This is an optimization exercise on Yosys and OpenROAD, whose aim is small area, a short achievable clock period and few clock cycles per item, not a production implementation.
RTL that was checked went through simulation tests only; none was proved equivalent to the original.
Power is estimated from default activity; no workload was simulated.

Design irrigation_pump_controller, start of the top module:
module irrigation_pump_controller (
  input  logic                           clk,
  input  logic                           rst,
  input  logic                           s_axis_tvalid,
  output logic                           s_axis_tready,
  input  logic [ipc_pkg::IN_DATA_W-1:0]  s_axis_tdata,
  input  logic                           s_axis_tuser,
  output logic                           m_axis_tvalid,
  input  logic                           m_axis_tready,
  output logic [ipc_pkg::OUT_DATA_W-1:0] m_axis_tdata,
  input  logic                           cfg_valid,
  output logic                           cfg_ready,
  input  logic [ipc_pkg::CFG_IDX_W-1:0]  cfg_index,
  input  logic [ipc_pkg::CFG_DATA_W-1:0] cfg_data
);
clock: 7.5 ns
lec_check: 0
cap_margin: 20
core_margin: 2
core_utilization: 40
setup_slack_margin: 3.8
slew_margin: 20
standard.sh (not shown) runs the stock make flow with config.mk's settings and CLKGATE_MAP_FILE= SYNTH_SCRIPT=/design/flow/synth_recipe.tcl, a recipe that flattens the netlist after the stock synthesis.
==> flow/flow/run.sh <==
#!/bin/bash
# Own layout flow: the standard synthesis and layout, with two layout choices changed:
# the port buffers are the smallest buffer (every port still gets one), and clock tree
# synthesis inserts no dummy loads. Each tool's output goes to a log of its own.
set -euo pipefail
bash standard.sh synth > synth.log 2>&1
export BUFFER_PORTS_ARGS="-buffer_cell sky130_fd_sc_hd__buf_1"
export CTS_ARGS="-sink_clustering_enable -repair_clock_nets -dont_use_dummy_load"
bash standard.sh > layout.log 2>&1
Testbench counts at the start, summed over its fixed seeds: cycles 20,316, items 20,000.
Change:
--- a/flow/config.mk
+++ b/flow/config.mk
@@ -9,4 +9,4 @@
 export CORE_MARGIN = 2
 export CORE_UTILIZATION = 40
-export SETUP_SLACK_MARGIN = 3.8
+export SETUP_SLACK_MARGIN = 4.0
 export SLEW_MARGIN = 20
=> Clock power goes up slightly. Combinational power is higher by a little under a tenth. Sequential cell count does not change. Total power is higher slightly. Cell area went up by a few percent. Worst setup slack gains 0.12 ns. Hold slack gains 0.011 ns. Clock-buffer cell count does not change. Area after synthesis stays the same.

---

the baseline:
irrigation_pump_controller, a different RTL version from the one above (not shown whole).
Size: about 180 flip-flops, ~92 I/O pins, ~11000 um^2 of cells after synthesis.
clock: 7.5 ns
lec_check: 0
cap_margin: 20
core_margin: 2
core_utilization: 40
cts_cluster_diameter: 200
cts_cluster_size: 40
setup_slack_margin: 4.0
slew_margin: 20
Scripts as last shown in full above: flow/flow/run.sh
Per the final summary, the baseline finished and its layout is clean on timing, DRC and antenna.
diff inputs: the baseline => the candidate
# the baseline
export LEC_CHECK = 0
export CAP_MARGIN = 20
export CORE_MARGIN = 2
export CORE_UTILIZATION = 40
export CTS_CLUSTER_DIAMETER = 200
export CTS_CLUSTER_SIZE = 40
export SETUP_SLACK_MARGIN = 4.0
export SLEW_MARGIN = 20
create_clock -name core_clock -period 7.5 [get_ports {clk}]
# the candidate
export LEC_CHECK = 0
export CAP_MARGIN = 20
export CORE_MARGIN = 2
export CORE_UTILIZATION = 60
export SETUP_SLACK_MARGIN = 4.0
export SLEW_MARGIN = 20
create_clock -name core_clock -period 7.5 [get_ports {clk}]
[summary]
Clock input transition at the sequential cells of the worst setup and hold paths across the candidate and the baseline: no real change.
Measured against each other, the candidate and the baseline differ in depth of the worst register-to-register path, the higher figure coming from the candidate.
On final total power: between the candidate and the baseline, it ends up higher for the baseline.
Looking only at count of inverters other than clock inverters in the layout, and setting everything else aside, the higher value of the candidate and the baseline goes to the baseline.
Global placer's final weighted congestion (the candidate / the baseline): 1.06
A termination of the worst setup path of water[27] is what the candidate shows, while elapsed[13] belongs to the baseline.
Compared with the baseline, in the candidate setup slack now larger, combined area of the multi-input logic cells neither gained nor lost much, fraction of final layout cells with drive strength greater than 1 picked up an extra 0.19 points.
Function was not checked in any run of this note: the RTL went through the layout flow alone.

---

irrigation_pump_controller, a different RTL version from the one above (not shown whole).
Size in the first run: roughly 1200 cells after synthesis, roughly 180 flip-flops, ~92 I/O pins, about 0.011 sq mm of cells after synthesis.
export LEC_CHECK = 0
export CAP_MARGIN = 20
export CORE_MARGIN = 2
export CORE_UTILIZATION = 40
export SETUP_SLACK_MARGIN = 4.1
export SLEW_MARGIN = 20
create_clock -name core_clock -period 7.5 [get_ports {clk}]
==> flow/flow/run.sh <==
#!/bin/bash
# Own layout flow: the standard synthesis and layout, with two layout choices changed:
# the port buffers are the smallest buffer (every port still gets one), and clock tree
# synthesis inserts no dummy loads. Each tool's output goes to a log of its own.
set -euo pipefail
bash standard.sh synth > synth.log 2>&1
export BUFFER_PORTS_ARGS="-buffer_cell sky130_fd_sc_hd__buf_1"
export CTS_ARGS="-sink_clustering_enable -repair_clock_nets -dont_use_dummy_load -root_buf sky130_fd_sc_hd__clkbuf_16 -buf_list sky130_fd_sc_hd__clkbuf_8"
bash standard.sh > layout.log 2>&1
The baseline finished clean.
Testbench counts at the start, summed over its fixed seeds: cycles 20,364, items 20,000.
Change:
Settings changed: SETUP_SLACK_MARGIN 4.1 to 4.0.
Result: Combinational power fell by a few percent. Sequential power is about the same. Via count rose slightly. Final cell count fell slightly. Routed wire length rose by a few percent. Count of clock-buffer cells in the layout stays the same. Utilization fell by 0.57 points.
Change:
Settings changed: SETUP_SLACK_MARGIN 4.0 to 3.95.
=>
- total power decreases by 0.48%
- area after synthesis does not change
- clock-buffer cell count stays the same
- worst setup slack degrades by 31 ps
- via count decreases by 0.31%
- hold slack is about the same

---

RTL: one of the versions met above, not the one the previous note started from.
Size: about 1100 cells after synthesis, roughly 180 flip-flops, ~11000 sq um of cells after synthesis.
==> flow/config.mk <==
export PLATFORM = sky130hd
export DESIGN_NAME = irrigation_pump_controller
export DESIGN_NICKNAME = irrigation_pump_controller
export VERILOG_FILES = /design/flow/design.v
export SDC_FILE = /design/flow/constraint.sdc
export NUM_CORES = 4
export LEC_CHECK = 0
export CAP_MARGIN = 20
export CORE_MARGIN = 2
export CORE_UTILIZATION = 40
export SETUP_SLACK_MARGIN = 4.4
export SLEW_MARGIN = 20
==> flow/constraint.sdc <==
create_clock -name core_clock -period 7.5 [get_ports {clk}]
set_input_delay 1.5000 -clock core_clock [delete_from_list [all_inputs] [get_ports {clk}]]
set_output_delay 1.5000 -clock core_clock [all_outputs]
set_load 0.01 [all_outputs]
==> flow/flow/run.sh <==
#!/bin/bash
# Own layout flow: the standard synthesis and layout, with two layout choices changed:
# the port buffers are the smallest buffer (every port still gets one), and clock tree
# synthesis inserts no dummy loads. Each tool's output goes to a log of its own.
set -euo pipefail
bash standard.sh synth > synth.log 2>&1
export BUFFER_PORTS_ARGS="-buffer_cell sky130_fd_sc_hd__buf_1"
export CTS_ARGS="-sink_clustering_enable -repair_clock_nets -dont_use_dummy_load"
bash standard.sh > layout.log 2>&1
Change:
--- a/flow/config.mk
+++ b/flow/config.mk
@@ -9,4 +9,4 @@
 export CORE_MARGIN = 2
 export CORE_UTILIZATION = 40
-export SETUP_SLACK_MARGIN = 4.4
+export SETUP_SLACK_MARGIN = 4.0
 export SLEW_MARGIN = 20
Utilization is lower by 0.95 points.
Worst hold slack got worse by 0.0061 ns.
Sequential share of layout area is higher by 0.56 points.
Clock-buffer cell count is unchanged.
Non-clock buffer count is higher by 5.
First-iteration DRC count is higher by about 16%.
Total power hardly moves.
Cell area is lower by about 2%.
Wire length is lower by about 1.3%.
Critical path depth stays the same.
Function was not checked in any run of this note: the RTL went through the layout flow alone.

---

red:
Another version of the RTL of irrigation_pump_controller (not shown whole).
Size: about 1300 cells after synthesis, ~180 flip-flops, about 92 I/O pins, about 11000 µm² of cells after synthesis.
clock: 7.5 ns
lec_check: 0
cap_margin: 20
core_margin: 2
core_utilization: 40
setup_slack_margin: 4.0
slew_margin: 20
Scripts as last shown in full above: flow/flow/run.sh
Testbench counts of red, summed over its fixed seeds: cycles 20,364, items 20,000.
Inputs modified between red and blue:
--- a/flow/flow/run.sh
+++ b/flow/flow/run.sh
@@ -6,4 +6,4 @@
 bash standard.sh synth > synth.log 2>&1
 export BUFFER_PORTS_ARGS="-buffer_cell sky130_fd_sc_hd__buf_1"
-export CTS_ARGS="-sink_clustering_enable -repair_clock_nets -dont_use_dummy_load"
+export CTS_ARGS="-sink_clustering_enable -repair_clock_nets -dont_use_dummy_load -root_buf sky130_fd_sc_hd__clkbuf_16 -buf_list sky130_fd_sc_hd__clkbuf_8"
 bash standard.sh > layout.log 2>&1
--- a/flow/config.mk
+++ b/flow/config.mk
@@ -9,4 +9,4 @@
 export CORE_MARGIN = 2
 export CORE_UTILIZATION = 40
-export SETUP_SLACK_MARGIN = 4.0
+export SETUP_SLACK_MARGIN = 4.2
 export SLEW_MARGIN = 20
--- outcome ---
- met5 as the top metal layer carrying routed signals was reported by blue, and met4 by red.
- When the final numbers for blue and red were put side by side, the cell-internal power turned out to be smaller in blue.
- Utilization after layout: blue vs red up 1.0 points
- Via count, blue vs red: up slightly
- After detailed routing, red needs less wire than blue.
- blue consumes less power than red does.
Changes in green relative to blue:
--- a/flow/config.mk
+++ b/flow/config.mk
@@ -9,4 +9,4 @@
 export CORE_MARGIN = 2
 export CORE_UTILIZATION = 40
-export SETUP_SLACK_MARGIN = 4.2
+export SETUP_SLACK_MARGIN = 4.0
 export SLEW_MARGIN = 20
### Flow results
green vs blue, worst slew slack as a fraction of its limit went down by 1.7 points. Summary of green over blue: relative area of non-clock buffer cells in the final design lower; global-route usage lower. Post-route total power ends up higher on blue.

---

irrigation_pump_controller with an RTL version that a note above also has.
Size in the first run: ~1200 cells after synthesis, ~92 I/O pins, about 12000 um^2 of cells after synthesis.
==> flow/config.mk <==
export PLATFORM = sky130hd
export DESIGN_NAME = irrigation_pump_controller
export DESIGN_NICKNAME = irrigation_pump_controller
export VERILOG_FILES = /design/flow/design.v
export SDC_FILE = /design/flow/constraint.sdc
export NUM_CORES = 4
export LEC_CHECK = 0
export CAP_MARGIN = 20
export CORE_MARGIN = 2
export CORE_UTILIZATION = 40
export SETUP_SLACK_MARGIN = 4.0
export SLEW_MARGIN = 20
==> flow/constraint.sdc <==
create_clock -name core_clock -period 7.5 [get_ports {clk}]
set_input_delay 1.5000 -clock core_clock [delete_from_list [all_inputs] [get_ports {clk}]]
set_output_delay 1.5000 -clock core_clock [all_outputs]
set_load 0.01 [all_outputs]
==> flow/flow/run.sh <==
#!/bin/bash
# Own layout flow: the standard synthesis and layout, with two layout choices changed:
# the port buffers are the smallest buffer (every port still gets one), and clock tree
# synthesis inserts no dummy loads. Each tool's output goes to a log of its own.
set -euo pipefail
bash standard.sh synth > synth.log 2>&1
export BUFFER_PORTS_ARGS="-buffer_cell sky130_fd_sc_hd__buf_1"
export CTS_ARGS="-sink_clustering_enable -repair_clock_nets -dont_use_dummy_load -sink_clustering_size 40 -sink_clustering_max_diameter 150"
bash standard.sh > layout.log 2>&1
Testbench counts at the start, summed over its fixed seeds: cycles 20,316, items 20,000.
Rerun with:
--- a/flow/flow/run.sh
+++ b/flow/flow/run.sh
@@ -6,4 +6,4 @@
 bash standard.sh synth > synth.log 2>&1
 export BUFFER_PORTS_ARGS="-buffer_cell sky130_fd_sc_hd__buf_1"
-export CTS_ARGS="-sink_clustering_enable -repair_clock_nets -dont_use_dummy_load -sink_clustering_size 40 -sink_clustering_max_diameter 150"
+export CTS_ARGS="-sink_clustering_enable -repair_clock_nets -dont_use_dummy_load"
 bash standard.sh > layout.log 2>&1
- SETUP_SLACK_MARGIN: 4.0 -> 3.6
Result:
- count of clock-buffer cells in the layout does not change
- total power is lower slightly
- wire length is lower by a few percent
- final area is lower by a few percent
- via count is lower by a few percent
- die area stays the same
- critical path depth is higher by 3
- setup slack gets worse by 0.32 ns
- global-route usage is lower by 0.25 points
- final cell count is lower slightly
- sequential cell count does not change
Rerun with:
--- a/flow/flow/run.sh
+++ b/flow/flow/run.sh
@@ -6,4 +6,4 @@
 bash standard.sh synth > synth.log 2>&1
 export BUFFER_PORTS_ARGS="-buffer_cell sky130_fd_sc_hd__buf_1"
-export CTS_ARGS="-sink_clustering_enable -repair_clock_nets -dont_use_dummy_load"
+export CTS_ARGS="-sink_clustering_enable -repair_clock_nets -dont_use_dummy_load -buf_list sky130_fd_sc_hd__clkbuf_8"
 bash standard.sh > layout.log 2>&1
- SETUP_SLACK_MARGIN: 3.6 -> 4.0
- worst hold slack improved by 0.0077 ns
- maximum frequency went up by about 8%
- final cell count went up by 1.0%
- synthesized cell count does not change
- design area went up by about 2.6%
- sequential cell count is unchanged
- wire length went up by 4.8%
- global-route usage went up by 0.21 points
- sequential share of layout area went down by 0.85 points
- non-clock buffer count went up by 16

==> static timing again, ports no longer ideal <==
In the flow no input, the clock included, has a driving cell. The finished layouts below were timed again as built, in two steps. Step 1 sets driving cells, clkbuf_16 on the clock port and buf_2 on the other inputs (assumed; they add their load-dependent delay and slew). Step 2 moves the port delays by t, midway between the first and last clock arrival at a register: inputs arrive t later, outputs are due t later. That takes back most of the time a late clock gives input paths. Three values: ideal ports, drivers, drivers and shift; two values: the first two.
run | shift t [ns] | setup WS [ns] | worst hold slack (ns) | worst setup path at the end | slew at the worst register clock pin (ns)
the first run of note 1 | 0.470 | 3.920 / 3.920 / 3.601 | 0.477 / 0.477 / 0.477 | input to register | 0.09 / 0.09
the second run of note 1 | 0.467 | 4.040 / 4.035 / 3.684 | 0.487 / 0.487 / 0.487 | input to register | 0.08 / 0.08
the baseline | 0.480 | 3.877 / 3.877 / 3.670 | 0.471 / 0.471 / 0.471 | input to register | 0.09 / 0.09
the candidate | 0.468 | 3.886 / 3.886 / 3.702 | 0.472 / 0.472 / 0.472 | input to register | 0.07 / 0.07
the first run of note 3 | 0.420 | 4.053 / 4.021 / 3.740 | 0.490 / 0.490 / 0.490 | input to register | 0.11 / 0.11
the second run of note 3 | 0.430 | 4.034 / 4.013 / 3.727 | 0.487 / 0.487 / 0.487 | input to register | 0.12 / 0.12
the third run of note 3 | 0.437 | 4.003 / 3.975 / 3.638 | 0.487 / 0.487 / 0.487 | input to register | 0.10 / 0.10
the first run of note 4 | 0.472 | 3.902 / 3.902 / 3.902 | 0.477 / 0.477 / 0.477 | register to register | 0.09 / 0.09
the second run of note 4 | 0.480 | 3.877 / 3.877 / 3.670 | 0.471 / 0.471 / 0.471 | input to register | 0.09 / 0.09
red | 0.464 | 4.047 / 4.015 / 3.738 | 0.458 / 0.458 / 0.458 | input to register | 0.08 / 0.08
blue | 0.427 | 4.116 / 4.076 / 3.836 | 0.446 / 0.446 / 0.446 | input to register | 0.12 / 0.12
green | 0.429 | 4.059 / 4.030 / 3.780 | 0.456 / 0.456 / 0.456 | input to register | 0.12 / 0.12
the first run of note 6 | 0.467 | 4.040 / 4.035 / 3.684 | 0.487 / 0.487 / 0.487 | input to register | 0.08 / 0.08
the second run of note 6 | 0.474 | 3.720 / 3.720 / 3.479 | 0.481 / 0.481 / 0.481 | input to register | 0.08 / 0.08
the third run of note 6 | 0.503 | 3.994 / 3.994 / 3.679 | 0.489 / 0.489 / 0.489 | input to register | 0.12 / 0.12
After both steps setup and hold are still met in every run listed. For the third run of note 3, which loses most, drivers alone change the setup slack by -0.028 ns; drivers and shift together by -0.365 ns.
